Background: an optimization exercise with open tools, aiming at small area, a short achievable clock period and few clock cycles per item. Do not read the settings as production practice. RTL that was checked went through simulation tests only; none was proved equivalent to the original.

old:
==> flow/design.v (excerpt) <==
module hsv2rgb_top (
	input  logic        clk,
	input  logic        arst_n,
	input  logic        start,
	output logic        busy,
	input  logic [12:0] hue,
	input  logic [6:0]  saturation,
	input  logic [6:0]  brightness,
	output logic        done,
	output logic [7:0]  red,
	output logic [7:0]  green,
	output logic [7:0]  blue,
	output logic        in_range
);
	hsv2rgb_pkg::hsv_t px;
	hsv2rgb_pkg::rgb_t pix;
	assign px.hue        = hue;
	assign px.saturation = saturation;
	assign px.brightness = brightness;
	hsv_to_rgb_converter_core #(
		.HUE_FRAC_BITS(4)
	) u_core (
		.clk   (clk),
		.arst_n(arst_n),
		.start (start),
		.busy  (busy),
		.hsv   (px),
		.done  (done),
		.rgb   (pix)
	);
	assign red      = pix.red;
	assign green    = pix.green;
	assign blue     = pix.blue;
	assign in_range = pix.in_range;
endmodule
Size: roughly 2000 cells after synthesis, about 330 flip-flops, roughly 0.020 mm^2 of cells after synthesis.
Settings: LEC_CHECK=0, CAP_MARGIN=20, CORE_MARGIN=2, CORE_UTILIZATION=60, PLACE_DENSITY=0.75, SETUP_SLACK_MARGIN=4.3, SLEW_MARGIN=20; clock period 7.5 ns.
run.sh (not shown) runs the stock make flow with config.mk's settings and CLKGATE_MAP_FILE= SYNTH_SCRIPT=/design/flow/synth_recipe.tcl, a recipe that flattens the netlist after the stock synthesis.
Testbench counts of old, summed over its fixed seeds: cycles 16,056, items 16,000.
## Diff of input files: new against old
Settings: PLACE_DENSITY: 0.75 -> unset; CORE_UTILIZATION: 60 -> 40.
### Flow results
new closes out successfully: all stages finished, all timing, DRC and antenna checks passed. Looking at the reports, old completed the entire flow and the layout it produced met the timing, design-rule and antenna checks. Delta (new minus old): synthesis-to-layout area growth moved up, slack of the critical path moved up, number of placement rows moved up, global-route wire length before repair moved up, routed wire length moved up. new vs old: met2 layer usage reported by global route down. Data required time at the worst endpoint (lower): old. Maximum frequency: new better than old. Row hold slack: new lower / old higher.

---

run D:
Another version of the RTL of hsv2rgb_top (not shown whole).
Size in the first run: about 2,200 cells after synthesis, ~340 flip-flops, ~57 I/O pins.
clock: 7.5 ns
lec_check: 0
cap_margin: 20
core_margin: 2
core_utilization: 40
setup_slack_margin: 4.3
slew_margin: 20
Relative to run D, the following input files were edited for run Z:
- SETUP_SLACK_MARGIN removed (was 4.3)
Findings:
- Run D has lower length of routed met3 wiring than run Z.
- Both conditions hold for run Z: the flow ran to the end and the final layout passed the timing, design-rule and antenna checks.
- Run D went all the way through the flow, and no timing, DRC or antenna check failed.
- Comparing share of the clock period used by the worst path after layout for run D and run Z, the smaller number came from run D.
- Clock network area share in run Z is 0.49 points higher than in run D
No functional check of the RTL was part of any run of this note.

---

hsv2rgb_top, a different RTL version from the one above (not shown whole).
Size: ~1900 cells after synthesis, about 320 flip-flops, ~57 I/O pins, about 0.019 mm² of cells after synthesis.
export LEC_CHECK = 0
export CAP_MARGIN = 20
export CORE_MARGIN = 2
export CORE_UTILIZATION = 40
export CTS_CLUSTER_DIAMETER = 100
export CTS_CLUSTER_SIZE = 25
export SETUP_SLACK_MARGIN = 4.5
export SLEW_MARGIN = 20
export TNS_END_PERCENT = 5
create_clock -name core_clock -period 7.5 [get_ports {clk}]
The first run went through all stages and came out clean.
Testbench counts at the start, summed over its fixed seeds: cycles 16,048, items 16,000.
Change:
SETUP_SLACK_MARGIN = 4.6   (was 4.5)
TNS_END_PERCENT = unset   (was 5)
What happened: Via count is about the same. Setup slack improved by 0.083 ns. Clock-buffer cell count shrinks by 4. Core utilization grows by 0.85 points. Non-clock buffer count grows by 31. Die area stays the same. Sequential cell count does not change. Wire length grows slightly. Cell area grows slightly.
Change:
PLACE_DENSITY = 0.85   (was unset)
SETUP_SLACK_MARGIN = 4.5   (was 4.6)
After rerunning:
- synthesized cell count does not change
- utilization fell by 0.72 points
- register-to-register slack loses 0.06 ns
Change:
CTS_CLUSTER_DIAMETER = unset   (was 100)
CTS_CLUSTER_SIZE = unset   (was 25)
PLACE_DENSITY = unset   (was 0.85)
SETUP_SLACK_MARGIN = 4.0   (was 4.5)
Setup slack got worse by 0.36 ns.
Utilization went up by 0.56 points.
Design area went up by 1.2%.
Maximum frequency went down by 11%.
Count of clock-buffer cells in the layout went up by 29.

---

exp/tundra:
Starting RTL as in the previous note.
Design hsv2rgb_top, start of the top module:
module hsv2rgb_top (
	input  logic        clk,
	input  logic        arst_n,
	input  logic        start,
	output logic        busy,
	input  logic [12:0] hue,
	input  logic [6:0]  saturation,
	input  logic [6:0]  brightness,
	output logic        done,
	output logic [7:0]  red,
	output logic [7:0]  green,
	output logic [7:0]  blue,
	output logic        in_range
);
	hsv2rgb_pkg::hsv_t px;
	hsv2rgb_pkg::rgb_t pix;
	assign px.hue        = hue;
	assign px.saturation = saturation;
	assign px.brightness = brightness;
	hsv_to_rgb_converter_core #(
		.HUE_FRAC_BITS(4)
	) u_core (
		.clk   (clk),
		.arst_n(arst_n),
		.start (start),
		.busy  (busy),
		.hsv   (px),
		.done  (done),
		.rgb   (pix)
	);
	assign red      = pix.red;
	assign green    = pix.green;
	assign blue     = pix.blue;
	assign in_range = pix.in_range;
endmodule
Settings: LEC_CHECK=0, CAP_MARGIN=20, CORE_MARGIN=2, CORE_UTILIZATION=40, SETUP_SLACK_MARGIN=4.3, SLEW_MARGIN=20; clock period 7.5 ns.
Testbench counts of exp/tundra, summed over its fixed seeds: cycles 16,048, items 16,000.
Input-level comparison between exp/cedar and exp/tundra:
- a change of SETUP_SLACK_MARGIN from 4.3 to 4.5
- an added CTS_CLUSTER_DIAMETER of 100
- an added CTS_CLUSTER_SIZE of 25
- an added PLACE_DENSITY of 0.75
Findings:
- exp/tundra has a higher final cell count without fillers than exp/cedar.
- Count of clock-buffer cells in the layout (exp/cedar over exp/tundra): decrease, 28
- Biggest cell delay along the critical path: exp/cedar > exp/tundra
- First-pass GRT wire length ended up 890 um lower on exp/cedar than on exp/tundra.
- Summary: fmax, exp/cedar better than exp/tundra
- exp/cedar was carried through to the last stage, and its layout satisfied the timing, design-rule and antenna checks.
- The run showing the greater routability congestion estimate from global placement is exp/cedar.
- Summary of exp/cedar over exp/tundra: via count of the first global-routing pass moved up, wire length moved up.
- Sort exp/tundra and exp/cedar by utilization after layout, descending, and exp/tundra comes first.
Here is what was changed in the inputs of exp/lagoon compared with exp/cedar.
- swapping 4.5 for 4.7 in SETUP_SLACK_MARGIN
- clearing CTS_CLUSTER_SIZE, which used to be 25
- clearing PLACE_DENSITY, which used to be 0.75
- clearing CTS_CLUSTER_DIAMETER, which used to be 100
Results
Run comparison: exp/lagoon worst setup path category flip-flop to primary output; exp/cedar worst setup path category flip-flop to flip-flop. Looking at cell with the biggest individual delay on the critical path, the sky130_fd_sc_hd__fa_1 result is from exp/cedar; the sky130_fd_sc_hd__dfxtp_4 one comes from exp/lagoon. For the clock buffer count from CTS, exp/lagoon came in 20 higher than exp/cedar did. For the area growth from synthesis to final layout, exp/lagoon came in 8.4 points higher than exp/cedar did.
The inputs of exp/xenon differ from those of exp/lagoon as listed below.
- putting CTS_CLUSTER_SIZE at 30 where nothing was set
- putting CTS_CLUSTER_DIAMETER at 120 where nothing was set
- swapping 4.7 for 4.5 in SETUP_SLACK_MARGIN
Findings:
- Register-to-register slack essentially unchanged between exp/lagoon and exp/xenon.
- In exp/xenon, clock-buffer cell count is lower than in exp/lagoon.
- Diff exp/lagoon..exp/xenon | max-slew violation total from the final report | unchanged
- Where final worst hold slack is concerned, exp/lagoon is outperformed by exp/xenon.
- Comparing exp/xenon against exp/lagoon, there is no change at all in synthesized cell count.
- exp/xenon improves on exp/lagoon in worst setup slack.
- Compared to exp/lagoon, the router laid down less metal wire for exp/xenon.
- Between exp/lagoon and exp/xenon, sequential cell area decreased.

---

Starting RTL as in the previous note.
make LEC_CHECK=0 CAP_MARGIN=20 CORE_MARGIN=2 CORE_UTILIZATION=40 CTS_CLUSTER_DIAMETER=100 CTS_CLUSTER_SIZE=25 SETUP_SLACK_MARGIN=4.5 SLEW_MARGIN=20 finish   # period 7.5 ns
Testbench counts at the start, summed over its fixed seeds: cycles 16,048, items 16,000.
==> next run, changes <==
- CTS_CLUSTER_DIAMETER: 100 -> unset
- CTS_CLUSTER_SIZE: 25 -> unset
The changed run finished with timing, DRC and antenna clean.
Flip-flop and latch count is unchanged.
Global-route usage rises by 0.49 points.
Maximum frequency barely changes.
Die area does not change.
Worst setup slack barely changes.

---

Another version of the RTL of hsv2rgb_top (not shown whole).
For scale: about 2000 cells after synthesis, roughly 340 flip-flops, about 57 I/O pins, about 0.021 mm² of cells after synthesis.
Settings: LEC_CHECK=0, CAP_MARGIN=20, CORE_MARGIN=2, CORE_UTILIZATION=40, SETUP_SLACK_MARGIN=4.3, SLEW_MARGIN=20; clock period 7.5 ns.
Testbench counts at the start, summed over its fixed seeds: cycles 16,056, items 16,000.
Change:
- CTS_BUF_LIST: unset -> sky130_fd_sc_hd__clkbuf_4 sky130_fd_sc_hd__clkbuf_8
- SETUP_SLACK_MARGIN: 4.3 -> 4.6
Outcome: Cell area climbs by 2.8%; setup slack degrades by 17 ps; critical path depth stays the same; non-clock buffer count climbs by 34.

-- separate check: timing with driven ports --
In the flow no input, the clock included, has a driving cell. The finished layouts below were timed again as built, in two steps. Step 1 (the two cells are an assumption about what drives the block):
set clk [get_ports {clk}]
set_driving_cell -lib_cell sky130_fd_sc_hd__clkbuf_16 $clk
set_driving_cell -lib_cell sky130_fd_sc_hd__buf_2 [delete_from_list [all_inputs] $clk]
Step 2 also shifts input and output timing later by t, the mid clock arrival at the registers, as if the neighbouring blocks saw the same clock. Three values: ideal ports, drivers, drivers and shift; two values: the first two.
run | shift t [ns] | setup WS [ns] | clock arrival spread, ns | worst slew at a driven data input, ns
old | 0.575 | 3.803 / 3.803 / 3.803 | 0.012 / 0.012 | 0.03
new | 0.597 | 3.830 / 3.830 / 3.830 | 0.019 / 0.018 | 0.04
run D | 0.609 | 4.045 / 3.986 / 4.169 | 0.025 / 0.025 | 0.04
run Z | 0.615 | 2.702 / 2.646 / 3.261 | 0.023 / 0.023 | 0.04
the first run of note 3 | 0.568 | 4.400 / 4.363 / 3.867 | 0.021 / 0.020 | 0.03
the second run of note 3 | 0.576 | 4.483 / 4.429 / 4.130 | 0.018 / 0.018 | 0.03
the third run of note 3 | 0.569 | 4.468 / 4.436 / 4.043 | 0.034 / 0.033 | 0.04
the fourth run of note 3 | 0.599 | 4.108 / 4.052 / 3.806 | 0.018 / 0.018 | 0.03
exp/tundra | 0.596 | 4.374 / 4.319 / 3.812 | 0.014 / 0.014 | 0.03
exp/cedar | 0.550 | 4.528 / 4.480 / 4.087 | 0.024 / 0.024 | 0.04
exp/lagoon | 0.597 | 4.504 / 4.445 / 4.150 | 0.028 / 0.029 | 0.03
exp/xenon | 0.562 | 4.518 / 4.464 / 4.077 | 0.027 / 0.027 | 0.03
the first run of note 5 | 0.581 | 4.499 / 4.438 / 4.067 | 0.030 / 0.030 | 0.03
the second run of note 5 | 0.601 | 4.499 / 4.441 / 4.063 | 0.012 / 0.013 | 0.03
the first run of note 6 | 0.599 | 4.338 / 4.282 / 4.369 | 0.031 / 0.031 | 0.04
the second run of note 6 | 0.682 | 4.321 / 4.271 / 4.428 | 0.024 / 0.024 | 0.04
After both steps every run listed still meets setup and hold. The setup slack of exp/tundra, which loses most, moves by -0.055 ns with the drivers and by -0.562 ns with both steps.
